From an optimization exercise on the open Yosys and OpenROAD flow, aimed at a short achievable clock period and few clock cycles; shortcuts taken in it are not production practice.
Function was not checked in any run shown here: the RTL went through the layout flow alone.
Power figures rest on the tool's default switching activity, not on a simulated workload.

## flow/design.v (module list and top-level ports; edited modules follow where they fit)
// module regFile: 39 lines
// module mulCsa: 2928 lines
// module dataMem: 26 lines
// module cpuTop: 249 lines
module cpuTop
(
    input  logic        clk,
    input  logic        reset,
    input  logic        stall,
    input  logic [31:0] instrData,
    output logic [31:0] instrAddr,
    output logic        wbValid,
    output logic [4:0]  wbReg,
    output logic [31:0] wbData,
    output logic        memWrite,
    output logic [31:0] memAddr,
    output logic [31:0] memWdata,
    output logic        branchTaken
);
  // ...
==> flow/run.sh <==
#!/bin/bash
# synth_recipe.tcl (not shown) runs the flow's synth.tcl, then flattens the netlist and writes it again
# the make line also repeats each setting of config.mk as NAME=value (left out here)
make -C /OpenROAD-flow-scripts/flow DESIGN_CONFIG=/design/flow/config.mk WORK_HOME=/design/flow/orfs CLKGATE_MAP_FILE= SYNTH_SCRIPT=/design/flow/synth_recipe.tcl finish
==> flow/config.mk <==
export PLATFORM = sky130hd
export DESIGN_NAME = cpuTop
export DESIGN_NICKNAME = cpuTop
export VERILOG_FILES = /design/flow/design.v
export SDC_FILE = /design/flow/constraint.sdc
export NUM_CORES = 4
export LEC_CHECK = 0
export ABC_CLOCK_PERIOD_IN_PS = 4000
export CAP_MARGIN = 20
export CORE_MARGIN = 2
export CORE_UTILIZATION = 30
export SETUP_SLACK_MARGIN = 5
export SLEW_MARGIN = 20
export TNS_END_PERCENT = 100
==> flow/constraint.sdc <==
create_clock -name core_clock -period 12.0 [get_ports {clk}]
set_input_delay 2.4000 -clock core_clock [delete_from_list [all_inputs] [get_ports {clk}]]
set_output_delay 2.4000 -clock core_clock [all_outputs]
set_load 0.01 [all_outputs]
==> qor.txt, run 1 <==
largest register by flop count: dataMem_i.mem
status: no timing/DRC/antenna violations
Total Power: 40.4 mW
overall die height: 783 um
Critical path origin: eImm[2]
total of hold buffers inserted after clock tree synthesis: 0
post-route standard cell area excluding fillers: 0.207 mm^2
switching power total: 15.4 mW
first-pass detailed-route iteration total: 6
fraction of the mapped netlist area in compound gates: 0.0677
Post-Place Worst Slack: 2.32 ns
CTS tree: built
maximum buffer depth of the clock tree: 4
fraction of met2 tracks used by global routing: 0.339
I/O Pins: 171
wirelength, routed: 711000 um
most utilized layer in the global route result: met2
Hold EP: pc[4]
initial antenna violation count: 56
Post-Route Utilization: 0.343
setup slack of the most critical reg-to-reg path: 4.86 ns
crit path kind: register to register
initial cell density of the core: 0.302
CP endpoint kind: register
top cells by area, synth: sky130_fd_sc_hd__edfxtp_1, sky130_fd_sc_hd__and2_1, sky130_fd_sc_hd__mux4_2
leading cell type in the layout, fill and taps excluded: sky130_fd_sc_hd__edfxtp_1
proportion of layout cells with a drive suffix above 1: 0.136
largest family of logic cells by synthesized area: simple AND/OR/NAND/NOR gates
wire per inst: 30.7 um
Ant. Diodes: 33
syn avg cell area: 12.0 um^2
cells along the critical path: ha_2, and2_1, buf_6, o31ai_1, a211o_4, buf_16, nor2_1, buf_4, a221oi_2, o2111ai_2, o21ai_1, and4_1, and4_1, nand4_1, buf_4, nor2_1, o211a_4, buf_12, mux2i_1, a2111oi_2
maximum VDD drop: 0.327 mV
relative contribution of the clock network to total power: 0.281
root buffer selected by CTS: sky130_fd_sc_hd__clkbuf_16
==> module dataMem, before the edit <==
module dataMem
(
    input  logic        clk,
    input  logic        reset,
    input  logic [5:0]  idx,
    input  logic        we,
    input  logic [31:0] wdata,
    output logic [31:0] rdata
);
    logic [31:0] mem [64];
    always_ff @(posedge clk)
    begin
        if (reset)
        begin
            for (int i = 0; i < 64; i++)
            begin
                mem[i] <= '0;
            end
        end
        else if (we)
        begin
            mem[idx] <= wdata;
        end
    end
    assign rdata = mem[idx];
endmodule
==> module cpuTop, before the edit <==
module cpuTop
(
    input  logic        clk,
    input  logic        reset,
    input  logic        stall,
    input  logic [31:0] instrData,
    output logic [31:0] instrAddr,
    output logic        wbValid,
    output logic [4:0]  wbReg,
    output logic [31:0] wbData,
    output logic        memWrite,
    output logic [31:0] memAddr,
    output logic [31:0] memWdata,
    output logic        branchTaken
);
    logic [31:0] pc;
    logic        eValid;
    logic [31:0] eRs;
    logic [31:0] eRt;
    logic [31:0] eImm;
    logic        eSub;
    logic        eMul;
    logic        eUseImm;
    logic        eLw;
    logic        eSw;
    logic        eBeq;
    logic        eTakenF;
    logic        eResolve;
    logic        eRegWrite;
    logic [4:0]  eDest;
    logic [31:0] eTarget;
    logic        wWb;
    logic [4:0]  wDest;
    logic        wMul;
    logic [31:0] wRes;
    logic [31:0] wCarry;
    logic        wSt;
    logic [31:0] wAddr;
    logic [31:0] wWdata;
    logic        wBr;
    logic        xWb;
    logic [4:0]  xDest;
    logic [31:0] xData;
    logic [5:0]  fOp;
    logic [4:0]  fRs;
    logic [4:0]  fRt;
    logic [4:0]  fRd;
    logic [5:0]  fFunct;
    logic [31:0] fImm;
    logic        fRtype;
    logic        fAddi;
    logic        fLw;
    logic        fSw;
    logic        fBeq;
    logic        fJump;
    logic        fZs;
    logic        fZt;
    logic        fTakenF;
    logic        fResolve;
    logic        fKnown;
    logic        fUseRs;
    logic        fUseRt;
    logic        fRegWrite;
    logic [4:0]  fDest;
    logic [31:0] fPc4;
    logic [31:0] fTarget;
    assign instrAddr = pc;
    assign fOp    = instrData[31:26];
    assign fRs    = instrData[25:21];
    assign fRt    = instrData[20:16];
    assign fRd    = instrData[15:11];
    assign fFunct = instrData[5:0];
    assign fImm   = {{16{instrData[15]}}, instrData[15:0]};
    assign fRtype = (fOp == 6'h00) && (fFunct == 6'd0 || fFunct == 6'd1 || fFunct == 6'd2);
    assign fAddi  = (fOp == 6'h08);
    assign fLw    = (fOp == 6'h23);
    assign fSw    = (fOp == 6'h2B);
    assign fBeq   = (fOp == 6'h04);
    assign fJump  = fBeq && (fRs == fRt);
    assign fKnown = fRtype || fAddi || fLw || fSw || fBeq;
    assign fUseRs    = fRtype || fAddi || fLw || fSw || (fBeq && !fJump);
    assign fTakenF   = fBeq && (fJump || (fZs && fZt));
    assign fResolve  = fBeq && !fJump && !fZs && !fZt;
    assign fUseRt    = fRtype || fSw || (fBeq && !fJump);
    assign fDest     = fRtype ? fRd : fRt;
    assign fRegWrite = (fRtype || fAddi || fLw) && (fDest != 5'd0);
    assign fPc4    = pc + 32'd4;
    assign fTarget = fPc4 + {fImm[29:0], 2'b00};
    logic [31:0] rfRs;
    logic [31:0] rfRt;
    logic        rfZs;
    logic        rfZt;
    logic        eZero;
    logic        wZero;
    logic [31:0] eResult;
    logic [31:0] wValue;
    logic        wbWrite;
    logic [31:0] fRsVal;
    logic [31:0] fRtVal;
    logic        eFwd;
    logic        hazard;
    assign wbWrite = wWb;
    regFile regFile_i
    (
        .clk    (clk),
        .reset  (reset),
        .stall  (stall),
        .rsAddr (fRs),
        .rtAddr (fRt),
        .wbEn   (wbWrite),
        .wbReg  (wDest),
        .wbData (wValue),
        .wbZero (wZero),
        .rsData (rfRs),
        .rtData (rfRt),
        .rsZero (rfZs),
        .rtZero (rfZt)
    );
    assign eFwd = eValid && eRegWrite;
    always_comb
    begin
        if (eFwd && eDest == fRs)
            fRsVal = eResult;
        else if (wWb && wDest == fRs)
            fRsVal = wValue;
        else
            fRsVal = rfRs;
        if (eFwd && eDest == fRt)
            fRtVal = eResult;
        else if (wWb && wDest == fRt)
            fRtVal = wValue;
        else
            fRtVal = rfRt;
        if (eFwd && eDest == fRs)
            fZs = eZero;
        else if (wWb && wDest == fRs)
            fZs = wZero;
        else
            fZs = rfZs;
        if (eFwd && eDest == fRt)
            fZt = eZero;
        else if (wWb && wDest == fRt)
            fZt = wZero;
        else
            fZt = rfZt;
    end
    assign hazard = eFwd && eMul &&
                    ((fUseRs && fRs == eDest) || (fUseRt && fRt == eDest));
    logic [31:0] eOpB;
    logic [31:0] eSum;
    logic [7:0]  eIdxSum;
    logic [31:0] eLoad;
    logic        eEq;
    logic        eRedirect;
    logic        eTaken;
    logic [31:0] eMulS;
    logic [31:0] eMulC;
    logic        eStore;
    assign eOpB    = eUseImm ? eImm : eRt;
    assign eSum    = eSub ? (eRs - eOpB) : (eRs + eOpB);
    assign eIdxSum = eRs[7:0] + eImm[7:0];
    assign eEq     = (eRs == eRt);
    assign eTaken  = eValid && eBeq && (eTakenF || (eResolve && eEq));
    assign eRedirect = eValid && eBeq && eResolve && eEq;
    assign eStore  = eValid && eSw && !stall;
    dataMem dataMem_i
    (
        .clk   (clk),
        .reset (reset),
        .idx   (eIdxSum[7:2]),
        .we    (eStore),
        .wdata (eRt),
        .rdata (eLoad)
    );
    assign eResult = eLw ? eLoad : eSum;
    assign eZero   = (eResult == 32'd0);
    mulCsa mulCsa_i
    (
        .a (eRs),
        .b (eRt),
        .s (eMulS),
        .c (eMulC)
    );
    assign wValue = wMul ? (wRes + wCarry) : wRes;
    assign wZero  = (wValue == 32'd0);
    assign wbValid     = xWb && !stall;
    assign wbReg       = xDest;
    assign wbData      = xData;
    assign memWrite    = wSt && !stall;
    assign memAddr     = wAddr;
    assign memWdata    = wWdata;
    assign branchTaken = wBr && !stall;
    always_ff @(posedge clk)
    begin
        if (reset)
        begin
            pc     <= 32'h0000_0000;
            eValid <= 1'b0;
            wWb    <= 1'b0;
            wSt    <= 1'b0;
            wBr    <= 1'b0;
            xWb    <= 1'b0;
        end
        else if (!stall)
        begin
            if (eRedirect)
                pc <= eTarget;
            else if (hazard)
                pc <= pc;
            else if (fTakenF)
                pc <= fTarget;
            else
                pc <= fPc4;
            eValid <= fKnown && !eRedirect && !hazard;
            wWb    <= eValid && eRegWrite;
            wSt    <= eValid && eSw;
            wBr    <= eTaken;
            xWb    <= wWb;
        end
    end
    always_ff @(posedge clk)
    begin
        if (!stall)
        begin
            eRs       <= fRsVal;
            eRt       <= fRtVal;
            eImm      <= fImm;
            eSub      <= fRtype && fFunct == 6'd1;
            eMul      <= fRtype && fFunct == 6'd2;
            eUseImm   <= !fRtype;
            eLw       <= fLw;
            eSw       <= fSw;
            eBeq      <= fBeq;
            eTakenF   <= fTakenF;
            eResolve  <= fResolve;
            eRegWrite <= fRegWrite;
            eDest     <= fDest;
            eTarget   <= fTarget;
            wDest     <= eDest;
            wMul      <= eMul;
            wRes      <= eMul ? eMulS : eResult;
            wCarry    <= eMulC;
            wAddr     <= eSum;
            wWdata    <= eRt;
            xDest     <= wDest;
            xData     <= wValue;
        end
    end
endmodule
==> inputs of run 2 (changes only) <==
--- a/flow/design.v
+++ b/flow/design.v
@@ -3036,7 +3036,9 @@
     input  logic        we,
     input  logic [31:0] wdata,
-    output logic [31:0] rdata
+    output logic [31:0] rdata,
+    output logic        rzero
 );
     logic [31:0] mem [64];
+    logic        zero [64];  
     always_ff @(posedge clk)
     begin
@@ -3046,4 +3048,5 @@
             begin
                 mem[i] <= '0;
+                zero[i] <= 1'b1;
             end
         end
@@ -3051,7 +3054,9 @@
         begin
             mem[idx] <= wdata;
+            zero[idx] <= (wdata == 32'd0);
         end
     end
     assign rdata = mem[idx];
+    assign rzero = zero[idx];
 endmodule
 `timescale 1ns/1ps
@@ -3096,4 +3101,5 @@
     logic [31:0] wWdata;
     logic        wBr;
+    logic        wZeroR;
     logic        xWb;
     logic [4:0]  xDest;
@@ -3214,4 +3220,5 @@
     logic [31:0] eMulC;
     logic        eStore;
+    logic        eLoadZero;
     assign eOpB    = eUseImm ? eImm : eRt;
     assign eSum    = eSub ? (eRs - eOpB) : (eRs + eOpB);
@@ -3228,8 +3235,11 @@
         .we    (eStore),
         .wdata (eRt),
-        .rdata (eLoad)
+        .rdata (eLoad),
+        .rzero (eLoadZero)
     );
     assign eResult = eLw ? eLoad : eSum;
-    assign eZero   = (eResult == 32'd0);
+    assign eZero   = eLw  ? eLoadZero :
+                     eSub ? (eRs == eOpB) :
+                            (((eRs ^ eOpB) ^ {(eRs[30:0] | eOpB[30:0]), 1'b0}) == 32'd0);
     mulCsa mulCsa_i
     (
@@ -3240,5 +3250,5 @@
     );
     assign wValue = wMul ? (wRes + wCarry) : wRes;
-    assign wZero  = (wValue == 32'd0);
+    assign wZero  = wMul ? (((wRes ^ wCarry) ^ {(wRes[30:0] | wCarry[30:0]), 1'b0}) == 32'd0) : wZeroR;
     assign wbValid     = xWb && !stall;
     assign wbReg       = xDest;
@@ -3300,4 +3310,5 @@
             wAddr     <= eSum;
             wWdata    <= eRt;
+            wZeroR    <= eZero;
             xDest     <= wDest;
             xData     <= wValue;
==> flow/flow/run.sh (new file) <==
#!/bin/bash
set -euo pipefail
MARGIN=6.8
sed "s/SETUP_SLACK_MARGIN=[^ ]*/SETUP_SLACK_MARGIN=$MARGIN/" standard.sh > standard_margin.sh
grep -q "SETUP_SLACK_MARGIN=$MARGIN" standard_margin.sh
bash standard_margin.sh finish > make.log 2>&1
==> flow/standard.sh (new file) <==
#!/bin/bash
# synth_recipe.tcl (not shown) runs the flow's synth.tcl, then flattens the netlist and writes it again
# the make line also repeats each setting of config.mk as NAME=value (left out here)
make -C /OpenROAD-flow-scripts/flow DESIGN_CONFIG=/design/flow/config.mk WORK_HOME=/design/flow/orfs CLKGATE_MAP_FILE= SYNTH_SCRIPT=/design/flow/synth_recipe.tcl "${@:-finish}"
removed: flow/run.sh
==> run 2 against run 1 <==
Combinational power about the same. Non-clock buffer count rose by 215. Clock power about the same. Critical path type unchanged. Largest cell class unchanged. Largest power group unchanged.
==> qor.txt, run 2 <==
clock sink total: 3502 (was 3437)
CP endpoint kind: register (unchanged)
Worst Hold Class: register to register (unchanged)
global-route wire length before repair: 1030000 um (was 985000 um)
most frequently used flop master after synthesis: sky130_fd_sc_hd__edfxtp_1 (unchanged)
overall global routing resource usage: 0.235 (was 0.223)
DRT iter0 DRCs: 24700 (was 20200)
TritonCTS buffer count: 374 (was 363)
Total Negative Setup Slacks: 0 ns (unchanged)
I/O Pins: 171 (unchanged)
post-route standard cell area excluding fillers: 0.212 mm^2 (was 0.207 mm^2)
Post-Route Utilization: 0.351 (was 0.343)
number of flops mapped to enable cells by yosys: 3370 (was 3369)
Clock H-tree levels: 5 (unchanged)
top cells by area, synth: sky130_fd_sc_hd__edfxtp_1, sky130_fd_sc_hd__mux4_2, sky130_fd_sc_hd__fa_1 (was sky130_fd_sc_hd__edfxtp_1, sky130_fd_sc_hd__and2_1, sky130_fd_sc_hd__mux4_2)
count of cells along the worst register-to-register path: 13 (was 20)
final hold slack: 0.481 ns (was 0.463 ns)
wire per inst: 32.8 um (was 30.7 um)
leading cell type by number of instances after synthesis: sky130_fd_sc_hd__edfxtp_1 (unchanged)
number of warnings issued by yosys: 3 (unchanged)
status: no timing/DRC/antenna violations (unchanged)
crit path kind: register to register (unchanged)
CP Max Fanout: 36 (was 52)
worst reg2reg startpoint: eImm[3] (was eImm[2])
maximum buffer depth of the clock tree: 4 (unchanged)
post-layout worst setup margin: 6.58 ns (was 4.86 ns)
detailed placement HPWL: 442000 um (was 415000 um)
proportion of layout cells with a drive suffix above 1: 0.158 (was 0.136)
top library cells by usage in the layout, fill and taps aside: sky130_fd_sc_hd__edfxtp_1, sky130_fd_sc_hd__nor2_1, sky130_fd_sc_hd__and2_1 (was sky130_fd_sc_hd__edfxtp_1, sky130_fd_sc_hd__and2_1, sky130_fd_sc_hd__nand2_1)
top cells by count, synth: sky130_fd_sc_hd__edfxtp_1, sky130_fd_sc_hd__nor2_1, sky130_fd_sc_hd__and2_1, sky130_fd_sc_hd__nor3_1, sky130_fd_sc_hd__clkbuf_1 (was sky130_fd_sc_hd__edfxtp_1, sky130_fd_sc_hd__and2_1, sky130_fd_sc_hd__nand2_1, sky130_fd_sc_hd__nor2_1, sky130_fd_sc_hd__clkbuf_1)
capture instance of the worst register-to-register path: wRes[16] (was pc[30])
Hold EP: eTarget[1] (was pc[4])
Yosys cell types: 106 (was 103)
Die Width: 782 um (was 783 um)
via count of the first global-routing pass: 130000 (was 127000)
Pins Over Slew Limit: 0 (unchanged)
root buffer selected by CTS: sky130_fd_sc_hd__clkbuf_16 (unchanged)
Hold Startpoint: pc[1] (was eTarget[4])
die area: 0.612 mm^2 (about the same)
max FFs per register: 2048 (unchanged)
gr ovfl total: 0 (unchanged)
residual DRC count: 0 (unchanged)
part of the cycle the worst path needs: 0.452 (was 0.595)
remaining antenna violation count after routing: 0 (unchanged)
standard-cell rows: 285 (unchanged)
via count normalized by instance count: 5.95 (was 5.68)
initial antenna violation count: 79 (was 56)
Yosys reg bits: 3502 (was 3437)
total standard cell area after synthesis: 0.182 mm^2 (about the same)
wirelength, routed: 759000 um (was 711000 um)
clock-pin slew on the worst setup and hold paths: 0.07 ns (was 0.06 ns)
unrepaired setup endpoints after global routing: yes (unchanged)
relative max-transition margin: 0.134 (was 0.166)
first-pass detailed-route iteration total: 9 (was 6)
syn avg cell area: 12.3 um^2 (was 12.0 um^2)
Synth area leader: sky130_fd_sc_hd__edfxtp_1 (unchanged)
via total after detailed routing: 138000 (was 132000)
signal arrival time at the worst endpoint: 6.23 ns (was 8.00 ns)
CTS tree: built (unchanged)
clock latency reported for the late side of the worst-skew pair: 1.07 ns (was 1.06 ns)
maximum VDD drop: 0.298 mV (was 0.327 mV)
hold depth: 0 (was 2)
max-capacitance violation count: 0 (unchanged)
total of endpoints with negative setup slack in the final report: 0 (unchanged)
required time at the worst-slack endpoint: 12.81 ns (was 12.86 ns)
core box area: 0.603 mm^2 (about the same)
relative area change from synthesis to final layout: 16.6% (was 13.7%)
Top Registers: dataMem_i.mem (2048), regFile_i.regs (1024), dataMem_i.zero (64) (was dataMem_i.mem (2048), regFile_i.regs (1024))
fmax: 184 MHz (was 140 MHz)
area share of the largest cell type after synthesis: 0.557 (was 0.556)
post-synthesis sequential area ratio: 0.572 (was 0.564)
global placer's final weighted congestion: 0.919 (was 0.921)
clock period minus final worst setup slack: 5.42 ns (was 7.14 ns)
Final Hold Violating Endpoints: 0 (unchanged)
setup slack of the most critical reg-to-reg path: 6.58 ns (was 4.86 ns)
Final Skew: 0.146 ns (was 0.106 ns)
largest register by flop count: dataMem_i.mem (unchanged)
overall die height: 782 um (was 783 um)
kind of start point of the critical path: register (unchanged)
cell area power density: 194 mW/mm^2 (was 195 mW/mm^2)
placement-stage cell area: 0.194 mm^2 (was 0.193 mm^2)
leak pwr: 75.7 nW (was 74.7 nW)
actual slew at the worst max-slew pin: 1.30 ns (was 1.24 ns)
count of buffers from port buffering: 170 (unchanged)
initial cell density of the core: 0.301 (was 0.302)
leading cell type in the layout, fill and taps excluded: sky130_fd_sc_hd__edfxtp_1 (unchanged)
Post-Place Worst Slack: 4.28 ns (was 2.32 ns)
share of flip-flops with an asynchronous set or reset after synthesis: 0 (unchanged)
net count reported at finish: 15400 (about the same)
maximum number of pins on one net before global-route repair: 128 (was 136)
number of standard cells after synthesis: 14800 (was 15100)
-- run 2: logic make-up (layout without fill, tap and decap cells) --
logic type / count (synthesis) / count (layout) / synth area share
simple gates: 5055 / 5059 / 0.136
flops: 3502 / 3502 / 0.572
compound gates: 2309 / 2310 / 0.0908
buf+inv: 2071 / 2271 / 0.0445
mux: 894 / 894 / 0.0793
fa+ha+maj: 675 / 675 / 0.0634
xor+xnor: 295 / 295 / 0.0144
other cells: 1 / 89 / 0.0000206
-- run 2: how the worst max path moves through the flow --
| stage | start | slack, ns | depth (start not counted) | to |
|---|---|---|---|---|
| global route | eRt[20] | 6.51 | 17 | wCarry[31] |
| detailed placement | instrData[18] | 4.28 | 14 | pc[20] |
| finish | eImm[3] | 6.58 | 13 | wRes[16] |
| global placement | instrData[18] | 4.20 | 14 | pc[21] |
| CTS | stall | 6.58 | 4 | wbValid |
| floorplan | stall | 4.38 | 5 | pc[0] |
-- run 2: layout make-up --
class,instances,area [um^2]
multi-input combinational,9266,72900
sequential,3502,104000
antenna,56,140
timing repair inverter,2,27.5
tap,8036,10100
timing repair buffer,939,10300
inverter,647,2670
clock inverter,206,1930
clock buffer,477,10000
fill,58500,391000
-- run 2: timing repair --
action,4_1_cts,5_1_grt
endpoints found under the setup margin,2264,456
gates cloned,38,20
setup buffers,122,56
hold buffers,0,0
gates resized for setup,413,168
pin swaps,57,49
-- run 2: report_power, final --
group / switching, mW / internal [mW] / total [mW] / leakage (nW)
combinational: 10.0 / 4.57 / 14.6 / 34.2
sequential: 0.378 / 14.4 / 14.7 / 35.7
clock: 5.16 / 6.48 / 11.6 / 5.81
total: 15.6 / 25.4 / 41.0 / 75.7
-- run 2: layer usage --
layer,up-vias,routed length (um),GRT usage
li1,54500,-,-
met1,69800,271000,0.309
met2,11200,322000,0.348
met3,2026,112000,0.0693
met4,32,53200,0.130
met5,-,381,0
-- run 2: metrics by stage --
stage	cells	total power, mW
4_1_cts	23000	40.3
3_5_place_dp	22200	28.2
2_1_floorplan	14800	22.1
6_report	23100	41.0
3_3_place_gp	22200	28.0
5_1_grt	23100	42.0
-- run 2: worst max-delay path: stages, from the launching register on --
cell	delay, ns
sky130_fd_sc_hd__edfxtp_1	0.63
sky130_fd_sc_hd__ha_2	0.43
sky130_fd_sc_hd__inv_1	0.18
sky130_fd_sc_hd__a31oi_1	0.08
sky130_fd_sc_hd__buf_6	0.19
sky130_fd_sc_hd__nor4_4	0.53
sky130_fd_sc_hd__buf_6	0.36
sky130_fd_sc_hd__clkbuf_8	0.50
sky130_fd_sc_hd__a222oi_1	0.20
sky130_fd_sc_hd__a41o_1	0.41
sky130_fd_sc_hd__a31oi_1	0.54
sky130_fd_sc_hd__a311o_1	0.45
sky130_fd_sc_hd__o32a_4	0.42
sky130_fd_sc_hd__mux2_2	0.21

==> port drivers added, routing unchanged <==
Ports are ideal in the flow. The routed layouts listed here were re-timed in OpenROAD. Step 1, drivers: a clkbuf_16 drives clk and a buf_2 each remaining input, both assumed. Step 2 moves the port delays by t, midway between the first and last clock arrival at a register: inputs arrive t later, outputs are due t later. That takes back most of the time a late clock gives input paths. Three values: no drivers, after step 1, after step 2; two values: the first two.
| run | shift t [ns] | setup slack, ns | worst setup path after step 2 | clock arrival spread, ns |
|---|---|---|---|---|
| run 1 | 1.129 | 4.863 / 4.863 / 3.863 | input to register | 0.112 / 0.113 |
| run 2 | 1.093 | 6.577 / 6.577 / 5.612 | input to register | 0.182 / 0.182 |
After both steps every run listed still meets setup and hold. For run 1, which loses most, drivers alone change the setup slack by 0.000 ns; drivers and shift together by -1.000 ns.
